Background: an optimization exercise with open tools, aiming at small area and a short achievable clock period. Do not read the settings as production practice.
In this exercise RTL edits were held to simulation tests only and were not proved equivalent to the original.
No activity file was given, so power comes from the tool's default toggle rates.

==> flow/design.v (excerpt) <==
module fire_seek_mode_sequencer (
    input  logic        i_clk,
    input  logic        i_rst_n,
    input  logic        i_in_valid,
    output logic        i_in_ready,
    input  logic        i_in_operation,
    input  logic [9:0]  i_in_distance_cm,
    input  logic [31:0] i_in_now_tick,
    input  logic [1:0]  i_in_random_pick,
    input  logic        i_cfg_valid,
    output logic        i_cfg_ready,
    input  logic [2:0]  i_cfg_index,
    input  logic [15:0] i_cfg_data,
    output logic        o_out_valid,
    input  logic        o_out_ready,
    output logic [7:0]  o_out_servo_angle,
    output logic [2:0]  o_out_motion,
    output logic        o_out_fan_on,
    output logic [2:0]  o_out_mode,
    output logic        o_out_fire_seen,
    output logic        o_out_fire_near
);
Settings: LEC_CHECK=0, CAP_MARGIN=20, CORE_MARGIN=2, CORE_UTILIZATION=40, SETUP_SLACK_MARGIN=2.3, SLEW_MARGIN=20, TNS_END_PERCENT=5; clock period 6.0 ns.
standard.sh (not shown) runs the stock make flow with config.mk's settings and CLKGATE_MAP_FILE= SYNTH_SCRIPT=/design/flow/synth_recipe.tcl, a recipe that flattens the netlist after the stock synthesis.
==> flow/flow/run.sh <==
#!/bin/bash
# Standard layout flow, except that the port buffers are plain buf_1 cells (which the
# resizer may upsize) instead of the default clkdlybuf4s50_1 delay buffers.
set -euo pipefail
# the standard synthesis, unchanged
bash standard.sh synth > synth.log 2>&1
# floorplan to final layout
bash standard.sh BUFFER_PORTS_ARGS="-buffer_cell sky130_fd_sc_hd__buf_1" finish > layout.log 2>&1
==> next run, changes <==
--- a/flow/config.mk
+++ b/flow/config.mk
@@ -8,6 +8,6 @@
 export CAP_MARGIN = 20
 export CORE_MARGIN = 2
-export CORE_UTILIZATION = 40
-export SETUP_SLACK_MARGIN = 2.3
+export CORE_UTILIZATION = 60
+export SETUP_SLACK_MARGIN = 2.5
 export SLEW_MARGIN = 20
 export TNS_END_PERCENT = 5
Effect:
- The changed run passed the timing, DRC and antenna checks
- power is higher by a few percent
- global-route usage is higher by 9.9 points
- cell count is lower by a few percent
- maximum frequency is higher slightly
- clock power is about the same
- combinational power is higher by a little under a tenth
==> next run, changes <==
--- a/flow/config.mk
+++ b/flow/config.mk
@@ -8,5 +8,6 @@
 export CAP_MARGIN = 20
 export CORE_MARGIN = 2
-export CORE_UTILIZATION = 60
+export CORE_UTILIZATION = 40
+export PLACE_DENSITY = 0.75
 export SETUP_SLACK_MARGIN = 2.5
 export SLEW_MARGIN = 20
Result: The new run completed without violations. Via count grows by 2.1%. Synthesized area stays the same. Sequential share of layout area shrinks by 0.14 points.

========
== build 56 ==
fire_seek_mode_sequencer again, from the RTL that the note above started with.
==> flow/config.mk <==
export PLATFORM = sky130hd
export DESIGN_NAME = fire_seek_mode_sequencer
export DESIGN_NICKNAME = fire_seek_mode_sequencer
export VERILOG_FILES = /design/flow/design.v
export SDC_FILE = /design/flow/constraint.sdc
export NUM_CORES = 4
export LEC_CHECK = 0
export CAP_MARGIN = 20
export CORE_MARGIN = 2
export CORE_UTILIZATION = 40
export SETUP_SLACK_MARGIN = 2.8
export SLEW_MARGIN = 20
export TNS_END_PERCENT = 5
==> flow/constraint.sdc <==
create_clock -name core_clock -period 6.0 [get_ports {i_clk}]
set_input_delay 1.2000 -clock core_clock [delete_from_list [all_inputs] [get_ports {i_clk}]]
set_output_delay 1.2000 -clock core_clock [all_outputs]
set_load 0.01 [all_outputs]
Scripts as last shown in full above: flow/flow/run.sh
No stage failed in build 56, and the final checks on the layout all came back clean.
Relative to build 56, the following input files were edited for build 57:
Settings: a change of SETUP_SLACK_MARGIN from 2.8 to 3.0; a deleted TNS_END_PERCENT that had been 5.
[summary]
Build 57 vs build 56, fraction of power consumed by the clock network went down by 1.9 points.
Build 57 does worse than build 56 on power.
Relative to build 56, the proportion of layout cells with a drive suffix above 1 of build 57 is higher by 8.7 points.
Comparing build 56 and build 57, the higher met3 global-route usage is on build 56.
Count of clock-buffer cells in the layout, build 56 and build 57, lower one = build 57.
Summary: with build 56 as the reference, routed wire length in build 57 moved up by a few percent.
Lower fraction of the core area covered by cells at the end of the flow goes to build 56 over build 57.
Build 56 → build 57: routed wirelength normalized by instance count moved up; sequential share of layout area fell by 2.8 points; proportion of cell area occupied by multi-input gates moved down.
Input-level comparison between build 93 and build 57:
Settings: putting CTS_CLUSTER_SIZE at 30 where nothing was set; putting TNS_END_PERCENT at 5 where nothing was set; swapping 3.0 for 2.5 in SETUP_SLACK_MARGIN.
==> run summary <==
Build 93: no failed stages, no open violations at the end
The run showing the smaller via count is build 93.
Build 93 vs. build 57: aggregate global-route resource usage went down by 1.2 points.
Looking at met2 wirelength from detailed routing across build 93 and build 57, the one that comes out lower is build 93.
Of build 93 and build 57, the run reporting the higher worst setup slack was build 57.
Build 57 -> build 93: number of non-clock buffers decreased by more than a quarter
In build 93, the combinational cell fraction of total power came out 3.8 points below the value in build 57.
Between build 93 and build 57, it is build 93 whose detail-routed net length per standard cell is lower, by 3.6%.
Cmp build 93 and build 57 / internal power / lower: build 93
The instance count after placement with tap cells included on build 57 is in line with that on build 93.
On worst clock skew on the final layout, build 93 does worse than build 57.
Edits applied to the flow inputs when going from build 93 to build 88:
Settings: SETUP_SLACK_MARGIN changed from 2.5 to 2.0; CTS_CLUSTER_SIZE removed (was 30); TNS_END_PERCENT removed (was 5).
Results
- Per the final summary, build 88 finished and its layout is clean on timing, DRC and antenna.
- Summary — fraction of area in registers, build 88 relative to build 93: higher, by 2.1 points.
- From build 93 to build 88 the numbers moved as follows: total global routing track utilization went down; final area went down.
- Build 93 vs build 88, timing endpoint of the critical path: u_core.r_tmr[1] vs u_core.r_tmr[25]
- Minimum period implied by the final worst setup slack: build 88 vs build 93 up 0.25 ns
- Taking build 93 as the reference, in build 88 clock buffer and inverter area fraction after layout flat, internal power component down 0.019 mW, register share of total power up 1.4 points.

========
Starting RTL as in the previous note.
// fire_seek_mode_sequencer
module fire_seek_mode_sequencer (
    input  logic        i_clk,
    input  logic        i_rst_n,
    input  logic        i_in_valid,
    output logic        i_in_ready,
    input  logic        i_in_operation,
    input  logic [9:0]  i_in_distance_cm,
    input  logic [31:0] i_in_now_tick,
    input  logic [1:0]  i_in_random_pick,
    input  logic        i_cfg_valid,
    output logic        i_cfg_ready,
    input  logic [2:0]  i_cfg_index,
    input  logic [15:0] i_cfg_data,
    output logic        o_out_valid,
    input  logic        o_out_ready,
    output logic [7:0]  o_out_servo_angle,
    output logic [2:0]  o_out_motion,
    output logic        o_out_fan_on,
    output logic [2:0]  o_out_mode,
    output logic        o_out_fire_seen,
    output logic        o_out_fire_near
);
==> flow/config.mk <==
export PLATFORM = sky130hd
export DESIGN_NAME = fire_seek_mode_sequencer
export DESIGN_NICKNAME = fire_seek_mode_sequencer
export VERILOG_FILES = /design/flow/design.v
export SDC_FILE = /design/flow/constraint.sdc
export NUM_CORES = 4
export LEC_CHECK = 0
export CAP_MARGIN = 20
export CORE_MARGIN = 2
export CORE_UTILIZATION = 40
export SETUP_SLACK_MARGIN = 2.5
export SLEW_MARGIN = 20
export TNS_END_PERCENT = 5
==> flow/constraint.sdc <==
create_clock -name core_clock -period 6.0 [get_ports {i_clk}]
set_input_delay 1.2000 -clock core_clock [delete_from_list [all_inputs] [get_ports {i_clk}]]
set_output_delay 1.2000 -clock core_clock [all_outputs]
set_load 0.01 [all_outputs]
Scripts as last shown in full above: flow/flow/run.sh
Change:
- TNS_END_PERCENT: 5 -> 1
What happened: The changed run completed with no timing, DRC or antenna violations. Routed wire length is about the same. Die area does not change. Power hardly moves. Hold slack stays flat. Clock power barely changes. Via count grows by about 0.35%.

## afterwards: timing with drivers on the ports
How much do the figures lean on ideal ports? The routed layouts below were timed once more, with nothing changed but the port constraints. Step 1 assumes that a clkbuf_16 drives the clock port and a buf_2 every other input. Step 2, shift: input delay + t, output delay - t, t = (earliest + latest rising clock arrival at the registers) / 2. This alone moves slack from input paths to output paths. Slacks: ideal ports / drivers / drivers and shift; pairs: ideal ports / drivers.
| run | t (ns) | setup WS [ns] | hold slack, ns | latest minus earliest clock arrival (ns) | worst slew at a driven data input, ns |
|---|---|---|---|---|---|
| the first run of note 1 | 0.482 | 2.282 / 2.303 / 1.820 | 0.476 / 0.476 / 0.476 | 0.017 / 0.017 | 0.07 |
| the second run of note 1 | 0.489 | 2.338 / 2.357 / 1.868 | 0.483 / 0.483 / 0.483 | 0.015 / 0.016 | 0.06 |
| the third run of note 1 | 0.483 | 2.373 / 2.398 / 1.915 | 0.469 / 0.469 / 0.469 | 0.021 / 0.020 | 0.07 |
| build 56 | 0.483 | 2.417 / 2.429 / 1.946 | 0.476 / 0.476 / 0.476 | 0.018 / 0.018 | 0.09 |
| build 57 | 0.490 | 2.452 / 2.475 / 1.984 | 0.464 / 0.464 / 0.464 | 0.013 / 0.013 | 0.09 |
| build 93 | 0.481 | 2.407 / 2.433 / 1.952 | 0.476 / 0.476 / 0.476 | 0.019 / 0.018 | 0.07 |
| build 88 | 0.473 | 2.158 / 2.185 / 1.712 | 0.474 / 0.474 / 0.474 | 0.022 / 0.022 | 0.06 |
| the first run of note 3 | 0.481 | 2.407 / 2.433 / 1.952 | 0.476 / 0.476 / 0.476 | 0.019 / 0.018 | 0.07 |
| the second run of note 3 | 0.483 | 2.409 / 2.434 / 1.951 | 0.476 / 0.476 / 0.476 | 0.018 / 0.018 | 0.07 |
After both steps setup and hold are still met in every run listed. For build 56, which loses most, drivers alone change the setup slack by +0.012 ns; drivers and shift together by -0.471 ns.
